What follows belongs to an exercise in optimizing a design on an open flow for small area, a short achievable clock period and few clock cycles per item; a production flow would make more cautious choices.
The RTL was checked by simulation tests, not by an equivalence proof against the original design.
Power figures rest on the tool's default switching activity, not on a simulated workload.

Setup of oak:
Design complex_mult_pipe, start of the top module:
module complex_mult_pipe
#(
  parameter int WL    = 16,
  parameter int ROUND = fft_pkg::ROUND_HALFUP,
  parameter int SAT   = fft_pkg::SAT_CLAMP
) (
  input  logic                 clk,
  input  logic                 rst,
  input  logic                 in_valid,
  output logic                 in_ready,
  input  logic signed [WL-1:0] a_r,
  input  logic signed [WL-1:0] a_i,
  input  logic signed [WL-1:0] b_r,
  input  logic signed [WL-1:0] b_i,
  input  logic                 conj_b,
  output logic                 out_valid,
  input  logic                 out_ready,
  output logic signed [WL-1:0] out_r,
  output logic signed [WL-1:0] out_i,
  output logic                 out_ovf
);
Size in the first run: roughly 510 flip-flops, ~100 I/O pins, roughly 38,000 um^2 of cells after synthesis.
export LEC_CHECK = 0
export CAP_MARGIN = 20
export CORE_MARGIN = 2
export CORE_UTILIZATION = 55
export CTS_BUF_LIST = sky130_fd_sc_hd__clkbuf_4 sky130_fd_sc_hd__clkbuf_8
export SETUP_SLACK_MARGIN = 4.8
export SLEW_MARGIN = 20
export SYNTH_HIERARCHICAL = 1
export SYNTH_MINIMUM_KEEP_SIZE = 0
create_clock -name core_clock -period 8.0 [get_ports {clk}]
run.sh (not shown) runs the stock make flow with config.mk's settings and CLKGATE_MAP_FILE= SYNTH_SCRIPT=/design/flow/synth_recipe.tcl, a recipe that flattens the netlist after the stock synthesis.
Testbench counts of oak, summed over its fixed seeds: cycles 4,128, items 4,096.
> inputs changed (oak -> pine)
Settings: CORE_UTILIZATION: 55 -> 62; CTS_BUF_LIST: sky130_fd_sc_hd__clkbuf_4 sky130_fd_sc_hd__clkbuf_8 -> unset; SETUP_SLACK_MARGIN: 4.8 -> 5.
==> run notes <==
Cell area reported after detailed placement ends up lower on pine.
Going from oak to pine, antenna diode count went down 2, instance count on the critical path grew by 1, detailed placer's ending HPWL went down 3.0%, clock-cell share of area moved down.
Summary of pine over oak: sequential power ~0 delta, number of logic inverters in the finished layout closely matched the old numbers.
pine completed; timing, DRC and antenna clean
The inputs of birch differ from those of pine as listed below.
Settings: changing SLEW_MARGIN from 20 to 5; changing CAP_MARGIN from 20 to 5; changing CORE_UTILIZATION from 62 to 55; changing SETUP_SLACK_MARGIN from 5 to 4.8.
Notes after the runs:
birch went all the way through synthesis, placement and routing and the layout is clean on timing, DRC and antenna.
Number of detailed-route iterations in the first pass ends up lower on birch.
Taking pine as the reference, in birch multi-input logic cell count held steady; tightest slew margin relative to the limit shrank by 0.58 points.

* * *

Another version of the RTL of complex_mult_pipe (not shown whole).
Size: roughly 100 I/O pins, ~37000 sq um of cells after synthesis.
==> flow/design.v (excerpt) <==
module complex_mult_pipe
#(
  parameter int WL    = 16,
  parameter int ROUND = fft_pkg::ROUND_HALFUP,
  parameter int SAT   = fft_pkg::SAT_CLAMP
) (
  input  logic                 clk,
  input  logic                 rst,
  input  logic                 in_valid,
  output logic                 in_ready,
  input  logic signed [WL-1:0] a_r,
  input  logic signed [WL-1:0] a_i,
  input  logic signed [WL-1:0] b_r,
  input  logic signed [WL-1:0] b_i,
  input  logic                 conj_b,
  output logic                 out_valid,
  input  logic                 out_ready,
  output logic signed [WL-1:0] out_r,
  output logic signed [WL-1:0] out_i,
  output logic                 out_ovf
);
  logic       v1, vm, vt, rdy, nrdy, ins;
  logic [3:0] qv, qv_n;
  logic       v1_n, vm_n, vt_n;
  assign in_ready  = rdy;
  assign out_valid = qv[0];
  assign ins       = vt;
  assign v1_n = ~nrdy ? in_valid : v1;
  ...
clock: 8.0 ns
lec_check: 0
cap_margin: 5
core_margin: 2
core_utilization: 55
place_density: 0.85
setup_slack_margin: 4.8
slew_margin: 5
synth_hierarchical: 1
synth_minimum_keep_size: 0
Testbench counts at the start, summed over its fixed seeds: cycles 4,128, items 4,096.
==> next run, changes <==
- PLACE_DENSITY: 0.85 -> 0.75
Utilization is higher by 0.79 points. Sequential share of layout area is lower by 0.36 points. First-iteration DRC count is lower by about a fifth. Routed wire length is higher by a few percent. Via count is lower slightly. Critical path depth is lower by 3. Area after synthesis stays the same. Worst setup slack loses 0.012 ns. Design area is higher slightly. Clock skew is higher by 0.014 ns. Non-clock buffer count is higher by 9.

* * *

Setup of run 1:
Another version of the RTL of complex_mult_pipe (not shown whole).
Size: ~100 I/O pins, roughly 0.037 mm² of cells after synthesis.
// complex_mult_pipe
module complex_mult_pipe
#(
  parameter int WL    = 16,
  parameter int ROUND = fft_pkg::ROUND_HALFUP,
  parameter int SAT   = fft_pkg::SAT_CLAMP
) (
  input  logic                 clk,
  input  logic                 rst,
  input  logic                 in_valid,
  output logic                 in_ready,
  input  logic signed [WL-1:0] a_r,
  input  logic signed [WL-1:0] a_i,
  input  logic signed [WL-1:0] b_r,
  input  logic signed [WL-1:0] b_i,
  input  logic                 conj_b,
  output logic                 out_valid,
  input  logic                 out_ready,
  output logic signed [WL-1:0] out_r,
  output logic signed [WL-1:0] out_i,
  output logic                 out_ovf
);
  logic       v1, vm, vt, rdy, nrdy, ins;
  logic [3:0] qv, qv_n;
  logic       v1_n, vm_n, vt_n;
  assign in_ready  = rdy;
  assign out_valid = qv[0];
  assign ins       = vt;
  assign v1_n = ~nrdy ? in_valid : v1;
  assign vm_n = ~nrdy & v1;
  assign vt_n = vm;
  logic [3:0] qv_keep, qv_take;
  logic       rdy_keep, rdy_take;
  always_comb begin
    qv_keep = ins ? {qv[2:0], 1'b1} : qv;
    qv_take = qv[0] ? (ins ? qv : {1'b0, qv[3:1]}) : qv_keep;
  end
  assign rdy_keep = ~v1_n | (({2'b00, qv_keep[0]} + {2'b00, qv_keep[1]} + {2'b00, qv_keep[2]}
                              + {2'b00, qv_keep[3]} + {2'b00, vm_n} + {2'b00, vt_n}) <= 3'd3);
  assign rdy_take = ~v1_n | (({2'b00, qv_take[0]} + {2'b00, qv_take[1]} + {2'b00, qv_take[2]}
                              + {2'b00, qv_take[3]} + {2'b00, vm_n} + {2'b00, vt_n}) <= 3'd3);
  assign qv_n = out_ready ? qv_take : qv_keep;
  always_ff @(posedge clk) begin
    if (rst) begin
      v1  <= 1'b0;
      vm  <= 1'b0;
      vt  <= 1'b0;
      qv  <= 4'd0;
      rdy  <= 1'b1;
      nrdy <= 1'b0;
    end else begin
      v1  <= v1_n;
      vm  <= vm_n;
      vt  <= vt_n;
      qv  <= qv_n;
      rdy  <= out_ready ? rdy_take : rdy_keep;
      nrdy <= out_ready ? ~rdy_take : ~rdy_keep;
    end
  end
  logic [15:0] r_ar, r_ai;
  ...
export LEC_CHECK = 0
export CAP_MARGIN = 5
export CORE_MARGIN = 2
export CORE_UTILIZATION = 55
export SETUP_SLACK_MARGIN = 4.9
export SLEW_MARGIN = 5
export SYNTH_HIERARCHICAL = 1
export SYNTH_MINIMUM_KEEP_SIZE = 0
create_clock -name core_clock -period 8.0 [get_ports {clk}]
Testbench counts of run 1, summed over its fixed seeds: cycles 4,128, items 4,096.
### run 1 -> run 2
- SETUP_SLACK_MARGIN: 4.9 -> 4.8
### Flow results
Run 2 reached the end of the flow, and the finished layout is clean on the timing, design-rule and antenna checks. Having completed the whole flow, run 1 delivered a layout that passed the timing, design-rule and antenna checks. Taking run 1 as the reference, in run 2 sequential share of layout area rose by 0.81 points, relative max-transition margin stayed essentially flat, area of the die stayed essentially flat, total count of hold-check failures in the final report stayed essentially flat, setup slack rose by 0.049 ns. The area of all sequential standard cells was comparable across run 2 and run 1.
Modified inputs, run 3 compared to run 2
- a change of CORE_UTILIZATION from 55 to 65
==> comparison <==
Number of well taps in run 3 vs run 2: down about 13%
Comparing run 3 against run 2, there is no change at all in reported max-cap violation count.
Run 3 ended with less total clock buffers created by CTS than run 2.
Run 3 reached the final stage; the timing, design-rule and antenna checks on its layout passed.
Changes observed in run 3 relative to run 2: wire length moved down, sequential share of layout area level, setup slack after layout moved down, arrival time reported for the critical path endpoint level.
Of the two values seen for worst setup path endpoint, m_im_15_3 was produced by run 2 and m_im_11_2 by run 3.
diff inputs: run 3 => run 4
- CORE_UTILIZATION: 65 -> 55
- SETUP_SLACK_MARGIN: 4.8 -> 4.7
Results
For run 3 and run 4, there was not a single run that failed to finish clean.
The run showing the smaller overall power of the completed layout is run 4.
Maximum achievable frequency: run 4 worse than run 3
Number of placed cells counting well taps, run 4 vs run 3: up by a few percent
Between run 3 and run 4, the difference in path depth of the worst reg2reg path is negligible.
Run 4 ended with less count of cells resized by post-cts repair than run 3.
What run 4 reported for first-iteration DRC count has to be multiplied by 1.4 to get the figure for run 3.
On CTS sink count, run 3 and run 4 are basically level.
Relative to run 3, routed length on met1 has increased by 4500 µm in run 4.

==> re-timing with driven ports <==
How much do the figures lean on ideal ports? The routed layouts below were timed once more, with nothing changed but the port constraints. Step 1 assumes that a clkbuf_16 drives the clock port and a buf_2 every other input. Step 2 also shifts input and output timing later by t, the mid clock arrival at the registers, as if the neighbouring blocks saw the same clock. a / b / c = no drivers / after step 1 / after step 2; a / b = the first two.
run | t (ns) | slack for setup (ns) | worst setup path after step 2 | worst data-port slew with drivers (ns) | cell pins on the clock port's net
oak | 0.786 | 4.764 / 4.764 / 4.251 | input to register | 0.08 | 1
pine | 0.699 | 4.741 / 4.741 / 4.438 | input to register | 0.09 | 1
birch | 0.689 | 4.822 / 4.809 / 4.289 | input to register | 0.08 | 1
the first run of note 2 | 0.681 | 4.783 / 4.783 / 4.293 | input to register | 0.04 | 1
the second run of note 2 | 0.675 | 4.771 / 4.771 / 4.311 | input to register | 0.05 | 1
run 1 | 0.677 | 4.749 / 4.749 / 4.466 | input to register | 0.07 | 1
run 2 | 0.673 | 4.798 / 4.798 / 4.480 | input to register | 0.07 | 1
run 3 | 0.659 | 4.775 / 4.775 / 4.634 | input to register | 0.08 | 1
run 4 | 0.667 | 4.719 / 4.719 / 4.215 | input to register | 0.07 | 1
After both steps every run listed still meets setup and hold. The setup slack of birch, which loses most, moves by -0.013 ns with the drivers and by -0.533 ns with both steps.
